This design comes from an exercise in tuning for small area on the open sky130 flow, not from production work. The RTL was checked by simulation tests, not by an equivalence proof against the original design.

==> inputs of 04-11 <==
==> flow/design.v <==
package adc_dc_pkg;
  localparam int unsigned DefW       = 16;
  localparam int unsigned DefAvgLog2 = 10;
endpackage
import adc_dc_pkg::*;
module adc_dc_chan
#(
  parameter int unsigned W        = DefW,
  parameter int unsigned AVG_LOG2 = DefAvgLog2
) (
  input  logic                clk,
  input  logic                rst_n,
  input  logic                din_valid,
  input  logic                win_first,
  input  logic                mean_ld,
  input  logic                bypass,
  input  logic signed [W-1:0] din,
  output logic signed [W-1:0] dout,
  output logic signed [W-1:0] mean
);
  localparam int unsigned AccW = W + AVG_LOG2;
  logic [AccW-1:0] acc_q, acc_a, acc_b, acc_d;
  logic [AccW:0]   acc_c;
  logic [W-1:0]    mean_q;
  logic [W-1:0]    s1_q, dout_q;
  logic [W-1:0]    sub_b, sub_s, sub_r;
  logic [W:0]      sub_c;
  logic            ovf;
  always_comb begin
    acc_a = win_first ? '0 : acc_q;
    acc_b = '0;
    acc_b[W-1:0] = din_valid ? {~din[W-1], din[W-2:0]} : '0;
    acc_c[0] = 1'b0;
    for (int i = 0; i < AccW; i++) begin
      acc_d[i]   = acc_a[i] ^ acc_b[i] ^ acc_c[i];
      acc_c[i+1] = (acc_a[i] & acc_b[i]) | (acc_c[i] & (acc_a[i] ^ acc_b[i]));
    end
  end
  always_comb begin
    sub_b    = ~(mean_q | {W{bypass}});
    sub_c[0] = ~bypass;
    for (int i = 0; i < W; i++) begin
      sub_s[i]   = din[i] ^ sub_b[i] ^ sub_c[i];
      sub_c[i+1] = (din[i] & sub_b[i]) | (sub_c[i] & (din[i] ^ sub_b[i]));
    end
    ovf   = (din[W-1] == sub_b[W-1]) && (sub_s[W-1] != din[W-1]);
    sub_r = ovf ? {din[W-1], {(W-1){~din[W-1]}}} : sub_s;
  end
  always_ff @(posedge clk) begin
    acc_q  <= acc_d;
    s1_q   <= sub_r;
    dout_q <= s1_q;
  end
  always_ff @(posedge clk or negedge rst_n) begin
    if (!rst_n) begin
      mean_q <= '0;
    end else if (mean_ld) begin
      mean_q <= {~acc_d[AccW-1], acc_d[AccW-2:AVG_LOG2]};
    end
  end
  assign dout = dout_q;
  assign mean = mean_q;
endmodule
import adc_dc_pkg::*;
module adc_dc_remover
#(
  parameter int unsigned NCH      = 16,
  parameter int unsigned W        = DefW,
  parameter int unsigned AVG_LOG2 = DefAvgLog2
) (
  input  logic              CLK_20M,
  input  logic              RESET_n,
  input  logic              DIN_VALID,
  input  logic [NCH*W-1:0]  DIN,
  input  logic [NCH-1:0]    BYPASS,
  input  logic              MEAN_HOLD,
  output logic              DOUT_VALID,
  output logic [NCH*W-1:0]  DOUT,
  output logic [NCH*W-1:0]  MEAN_OUT,
  output logic              MEAN_UPDATE
);
  logic [AVG_LOG2-1:0] cnt_q;
  logic                win_first, win_last, mean_ld;
  logic                s1_valid_q, dout_valid_q, mean_update_q;
  always_comb begin
    win_first = ~|cnt_q;
    win_last  = &cnt_q;
    mean_ld   = DIN_VALID & win_last & ~MEAN_HOLD;
  end
  always_ff @(posedge CLK_20M or negedge RESET_n) begin
    if (!RESET_n) begin
      cnt_q         <= '0;
      s1_valid_q    <= 1'b0;
      dout_valid_q  <= 1'b0;
      mean_update_q <= 1'b0;
    end else begin
      if (DIN_VALID) cnt_q <= cnt_q + AVG_LOG2'(1);
      s1_valid_q    <= DIN_VALID;
      dout_valid_q  <= s1_valid_q;
      mean_update_q <= mean_ld;
    end
  end
  for (genvar k = 0; k < NCH; k++) begin : g_chan
    adc_dc_chan #(
      .W        (W),
      .AVG_LOG2 (AVG_LOG2)
    ) u_chan (
      .clk       (CLK_20M),
      .rst_n     (RESET_n),
      .din_valid (DIN_VALID),
      .win_first (win_first),
      .mean_ld   (mean_ld),
      .bypass    (BYPASS[k]),
      .din       (DIN[k*W +: W]),
      .dout      (DOUT[k*W +: W]),
      .mean      (MEAN_OUT[k*W +: W])
    );
  end
  assign DOUT_VALID  = dout_valid_q;
  assign MEAN_UPDATE = mean_update_q;
endmodule
==> flow/run.sh <==
#!/bin/bash
# synth_recipe.tcl (not shown) runs the flow's synth.tcl, then flattens the netlist and writes it again
# the make line also repeats each setting of config.mk as NAME=value (left out here)
make -C /OpenROAD-flow-scripts/flow DESIGN_CONFIG=/design/flow/config.mk WORK_HOME=/design/flow/orfs CLKGATE_MAP_FILE= SYNTH_SCRIPT=/design/flow/synth_recipe.tcl finish
==> flow/config.mk <==
export PLATFORM = sky130hd
export DESIGN_NAME = adc_dc_remover
export DESIGN_NICKNAME = adc_dc_remover
export VERILOG_FILES = /design/flow/design.v
export SDC_FILE = /design/flow/constraint.sdc
export NUM_CORES = 4
export LEC_CHECK = 0
export CAP_MARGIN = 20
export CORE_MARGIN = 2
export CORE_UTILIZATION = 75
export CTS_BUF_LIST = sky130_fd_sc_hd__clkbuf_8
export CTS_CLUSTER_DIAMETER = 40
export CTS_CLUSTER_SIZE = 12
export SLEW_MARGIN = 20
==> flow/constraint.sdc <==
create_clock -name core_clock -period 10.0 [get_ports {CLK_20M}]
set_input_delay 2.0000 -clock core_clock [delete_from_list [all_inputs] [get_ports {CLK_20M}]]
set_output_delay 2.0000 -clock core_clock [all_outputs]
set_load 0.01 [all_outputs]
==> inputs of 11-20, as changes to 04-11 <==
==> flow/design.v (replaced) <==
package adc_dc_pkg;
  localparam int unsigned DefW       = 16;
  localparam int unsigned DefAvgLog2 = 10;
endpackage
import adc_dc_pkg::*;
module adc_dc_chan
#(
  parameter int unsigned W        = DefW,
  parameter int unsigned AVG_LOG2 = DefAvgLog2
) (
  input  logic                clk,
  input  logic                rst_n,
  input  logic                din_valid,
  input  logic                s1_valid,
  input  logic                win_last,
  input  logic                mean_hold,
  input  logic                bypass,
  input  logic signed [W-1:0] din,
  output logic signed [W-1:0] dout,
  output logic signed [W-1:0] mean
);
  function automatic integer acc_width(input integer w, input integer avg_log2);
    acc_width = w + avg_log2;
  endfunction
  localparam int unsigned AccW = acc_width(W, AVG_LOG2);
  localparam int unsigned DiffW = W + 1;
  function automatic logic signed [31:0] sat_w(input logic signed [31:0] d, input integer w);
    logic signed [31:0] hi;
    logic signed [31:0] lo;
    hi = (32'sd1 <<< (w - 1)) - 32'sd1;
    lo = -hi - 32'sd1;
    if (d > hi) begin
      sat_w = hi;
    end else if (d < lo) begin
      sat_w = lo;
    end else begin
      sat_w = d;
    end
  endfunction
  logic signed [AccW-1:0]  acc_q, acc_d, sum;
  logic signed [W-1:0]     mean_q, mean_d;
  logic signed [W-1:0]     s1_data_q, s1_mean_q;
  logic                    s1_byp_q;
  logic signed [W-1:0]     dout_q, dout_d;
  logic signed [DiffW-1:0] diff;
  always_comb begin
    sum    = acc_q + AccW'(din);
    acc_d  = acc_q;
    mean_d = mean_q;
    if (din_valid) begin
      if (win_last) begin
        acc_d = '0;
        if (!mean_hold) begin
          mean_d = W'(sum >>> AVG_LOG2);
        end
      end else begin
        acc_d = sum;
      end
    end
  end
  always_comb begin
    diff   = DiffW'(s1_data_q) - DiffW'(s1_mean_q);
    dout_d = s1_byp_q ? s1_data_q : W'(sat_w(32'(diff), W));
  end
  always_ff @(posedge clk or negedge rst_n) begin
    if (!rst_n) begin
      acc_q     <= '0;
      mean_q    <= '0;
      s1_data_q <= '0;
      s1_mean_q <= '0;
      s1_byp_q  <= 1'b0;
      dout_q    <= '0;
    end else begin
      acc_q  <= acc_d;
      mean_q <= mean_d;
      if (din_valid) begin
        s1_data_q <= din;
        s1_mean_q <= mean_q;
        s1_byp_q  <= bypass;
      end
      if (s1_valid) begin
        dout_q <= dout_d;
      end
    end
  end
  assign dout = dout_q;
  assign mean = mean_q;
endmodule
import adc_dc_pkg::*;
module adc_dc_remover
#(
  parameter int unsigned NCH      = 16,
  parameter int unsigned W        = DefW,
  parameter int unsigned AVG_LOG2 = DefAvgLog2
) (
  input  logic              CLK_20M,
  input  logic              RESET_n,
  input  logic              DIN_VALID,
  input  logic [NCH*W-1:0]  DIN,
  input  logic [NCH-1:0]    BYPASS,
  input  logic              MEAN_HOLD,
  output logic              DOUT_VALID,
  output logic [NCH*W-1:0]  DOUT,
  output logic [NCH*W-1:0]  MEAN_OUT,
  output logic              MEAN_UPDATE
);
  logic [AVG_LOG2-1:0] cnt_q, cnt_d;
  logic                win_last;
  logic                s1_valid_q;
  logic                dout_valid_q;
  logic                mean_update_q, mean_update_d;
  logic [NCH*W-1:0]    dout_all;
  logic [NCH*W-1:0]    mean_all;
  always_comb begin
    win_last      = &cnt_q;
    cnt_d         = DIN_VALID ? cnt_q + AVG_LOG2'(1) : cnt_q;
    mean_update_d = DIN_VALID & win_last & ~MEAN_HOLD;
  end
  always_ff @(posedge CLK_20M or negedge RESET_n) begin
    if (!RESET_n) begin
      cnt_q         <= '0;
      s1_valid_q    <= 1'b0;
      dout_valid_q  <= 1'b0;
      mean_update_q <= 1'b0;
    end else begin
      cnt_q         <= cnt_d;
      s1_valid_q    <= DIN_VALID;
      dout_valid_q  <= s1_valid_q;
      mean_update_q <= mean_update_d;
    end
  end
  for (genvar k = 0; k < NCH; k++) begin : g_chan
    adc_dc_chan #(
      .W        (W),
      .AVG_LOG2 (AVG_LOG2)
    ) u_chan (
      .clk       (CLK_20M),
      .rst_n     (RESET_n),
      .din_valid (DIN_VALID),
      .s1_valid  (s1_valid_q),
      .win_last  (win_last),
      .mean_hold (MEAN_HOLD),
      .bypass    (BYPASS[k]),
      .din       (DIN[k*W +: W]),
      .dout      (dout_all[k*W +: W]),
      .mean      (mean_all[k*W +: W])
    );
  end
  assign DOUT        = dout_all;
  assign MEAN_OUT    = mean_all;
  assign DOUT_VALID  = dout_valid_q;
  assign MEAN_UPDATE = mean_update_q;
endmodule
Settings changed: CORE_UTILIZATION 75 to 40, CTS_BUF_LIST sky130_fd_sc_hd__clkbuf_8 to not set, CTS_CLUSTER_DIAMETER 40 to not set, CTS_CLUSTER_SIZE 12 to not set.
==> inputs of 06-16, as changes to 04-11 <==
==> flow/flow/run.sh (new file) <==
#!/bin/bash
# Standard ORFS layout with these changes: the port buffers are the smallest buffer (buf_1);
# after floorplanning every cell is swapped to the smallest cell of its family (downsize.tcl),
# and the later repair steps upsize only what timing needs; the clock tree uses clkbuf_8 with
# sink clusters of 18 and no dummy loads; after global routing, cells off the critical
# paths are sized down again (RECOVER_POWER). All tool output is in run_standard.log and orfs/logs.
set -euo pipefail
HERE=$(pwd)
CTS="-sink_clustering_enable -repair_clock_nets -dont_use_dummy_load -buf_list sky130_fd_sc_hd__clkbuf_8 -sink_clustering_size 18 -sink_clustering_max_diameter 60"
bash standard.sh \
  "BUFFER_PORTS_ARGS=-buffer_cell sky130_fd_sc_hd__buf_1" \
  "CTS_ARGS=$CTS" \
  "POST_FLOORPLAN_TCL=$HERE/flow/downsize.tcl" \
  RECOVER_POWER=100 \
  finish > run_standard.log 2>&1
==> flow/flow/downsize.tcl (new file) <==
# Swap every standard cell for the smallest-area cell of the same function family
# (same name up to the drive-strength suffix); later repair steps upsize what timing needs.
set db [ord::get_db]
set small [dict create]
foreach lib [$db getLibs] {
  foreach m [$lib getMasters] {
    set n [$m getName]
    if {![regexp {^(sky130_fd_sc_hd__[a-z0-9]+)_([0-9]+)$} $n -> base drv]} continue
    if {[regexp {clkbuf|clkinv|clkdly|dlygate|dlymetal|probe|lpflow|tap|fill|decap|conb} $base]} continue
    set a [expr {[$m getWidth] * [$m getHeight]}]
    if {![dict exists $small $base] || $a < [lindex [dict get $small $base] 1]} {
      dict set small $base [list $n $a]
    }
  }
}
set cnt 0
foreach inst [[ord::get_db_block] getInsts] {
  set n [[$inst getMaster] getName]
  if {![regexp {^(sky130_fd_sc_hd__[a-z0-9]+)_([0-9]+)$} $n -> base drv]} continue
  if {![dict exists $small $base]} continue
  lassign [dict get $small $base] to a
  set cur [expr {[[$inst getMaster] getWidth] * [[$inst getMaster] getHeight]}]
  if {$a < $cur} {
    replace_cell [$inst getName] $to
    incr cnt
  }
}
puts "downsize: replaced $cnt instances"
==> flow/standard.sh (new file) <==
#!/bin/bash
# synth_recipe.tcl (not shown) runs the flow's synth.tcl, then flattens the netlist and writes it again
# the make line also repeats each setting of config.mk as NAME=value (left out here)
make -C /OpenROAD-flow-scripts/flow DESIGN_CONFIG=/design/flow/config.mk WORK_HOME=/design/flow/orfs CLKGATE_MAP_FILE= SYNTH_SCRIPT=/design/flow/synth_recipe.tcl "${@:-finish}"
Settings changed: CTS_BUF_LIST sky130_fd_sc_hd__clkbuf_8 to not set, CTS_CLUSTER_DIAMETER 40 to not set, CTS_CLUSTER_SIZE 12 to not set.
removed: flow/run.sh
==> comparison table <==
Number of pins exceeding their max-slew limit in the final report: 11-20 0; 04-11 0; 06-16 278
Sw frac: 11-20 37.7%; 04-11 35.4%; 06-16 30.6%
Clock-cell share of area: 11-20 5.63%; 04-11 4.84%; 06-16 2.00%
N_diodes: 11-20 7; 04-11 51; 06-16 26
Cell with the largest stage delay on the worst path: 11-20 sky130_fd_sc_hd__clkdlybuf4s50_1; 04-11 sky130_fd_sc_hd__dfrtp_2; 06-16 sky130_fd_sc_hd__fa_1
Cell area after synthesis: 11-20 86,900 µm²; 04-11 49,600 µm²; 06-16 49,600 µm²
Count of inserted tapcells: 11-20 2,854; 04-11 864; 06-16 864
Global routing met2 resource utilization: 11-20 38.3%; 04-11 80.7%; 06-16 54.1%
Count of mapped cells out of synthesis: 11-20 9,109; 04-11 3,672; 06-16 3,672
Run status: 11-20 finished clean; 04-11 failed layout checks; 06-16 failed layout checks
Violated checks: 11-20 -; 04-11 setup timing; 06-16 capacitance limit, slew limit
Setup violation total in the final timing report: 11-20 0; 04-11 45; 06-16 0
Proportion of cell area occupied by multi-input gates: 11-20 45.3%; 04-11 36.9%; 06-16 41.0%
Fraction of area in registers: 11-20 35.5%; 04-11 40.8%; 06-16 47.3%
Period Utilization, post-route: 11-20 46.8%; 04-11 105%; 06-16 97.4%
Floorplan row count: 11-20 171; 04-11 94; 06-16 94
Average cell area after synthesis: 11-20 9.54 µm²; 04-11 13.5 µm²; 06-16 13.5 µm²
Drt first pass iters: 11-20 6; 04-11 8; 06-16 5
Inverters: 11-20 484; 04-11 142; 06-16 142
Layout clock buffer count: 11-20 248; 04-11 168; 06-16 78
Cell accounting for the most synthesized area: 11-20 sky130_fd_sc_hd__dfrtp_1; 04-11 sky130_fd_sc_hd__dfxtp_1; 06-16 sky130_fd_sc_hd__dfxtp_1
Adder-cell share of the synthesized area: 11-20 10.2%; 04-11 23.7%; 06-16 23.7%
Core region area: 11-20 217,000 µm²; 04-11 65,600 µm²; 06-16 65,600 µm²
Post-place instance area: 11-20 97,700 µm²; 04-11 58,400 µm²; 06-16 52,500 µm²
Max Fanout on Critical Path: 11-20 12; 04-11 8; 06-16 47
Seq_cells: 11-20 1,469; 04-11 1,197; 06-16 1,197
Largest stage delay on the critical path: 11-20 840 ps; 04-11 470 ps; 06-16 410 ps
Inserted Clock Buffers: 11-20 174; 04-11 142; 06-16 78

==> port drivers added, routing unchanged <==
In the flow no input, the clock included, has a driving cell. The finished layouts below were timed again as built, in two steps.
Step 1 (the two cells are an assumption about what drives the block):
set clk [get_ports {CLK_20M}]
set_driving_cell -lib_cell sky130_fd_sc_hd__clkbuf_16 $clk
set_driving_cell -lib_cell sky130_fd_sc_hd__buf_2 [delete_from_list [all_inputs] $clk]
Step 2 moves the port delays by t, midway between the first and last clock arrival at a register: inputs arrive t later, outputs are due t later. That takes back most of the time a late clock gives input paths.
a / b / c = ideal / step 1 / step 2; a / b = the first two.
| run | t (ns) | slack for setup (ns) | latest minus earliest clock arrival (ns) | slew at the worst register clock pin (ns) | pins driven straight from the clock port |
|---|---|---|---|---|---|
| 04-11 | 0.941 | -0.460 / -0.490 / -1.430 | 0.057 / 0.057 | 0.10 / 0.10 | 1 |
| 11-20 | 0.903 | 5.324 / 5.376 / 4.473 | 0.035 / 0.036 | 0.07 / 0.07 | 1 |
| 06-16 | 0.743 | 0.264 / 0.286 / -0.457 | 0.050 / 0.050 | 0.11 / 0.11 | 1 |
The setup slack of 04-11, which loses most, moves by -0.030 ns with the drivers and by -0.970 ns with both steps.
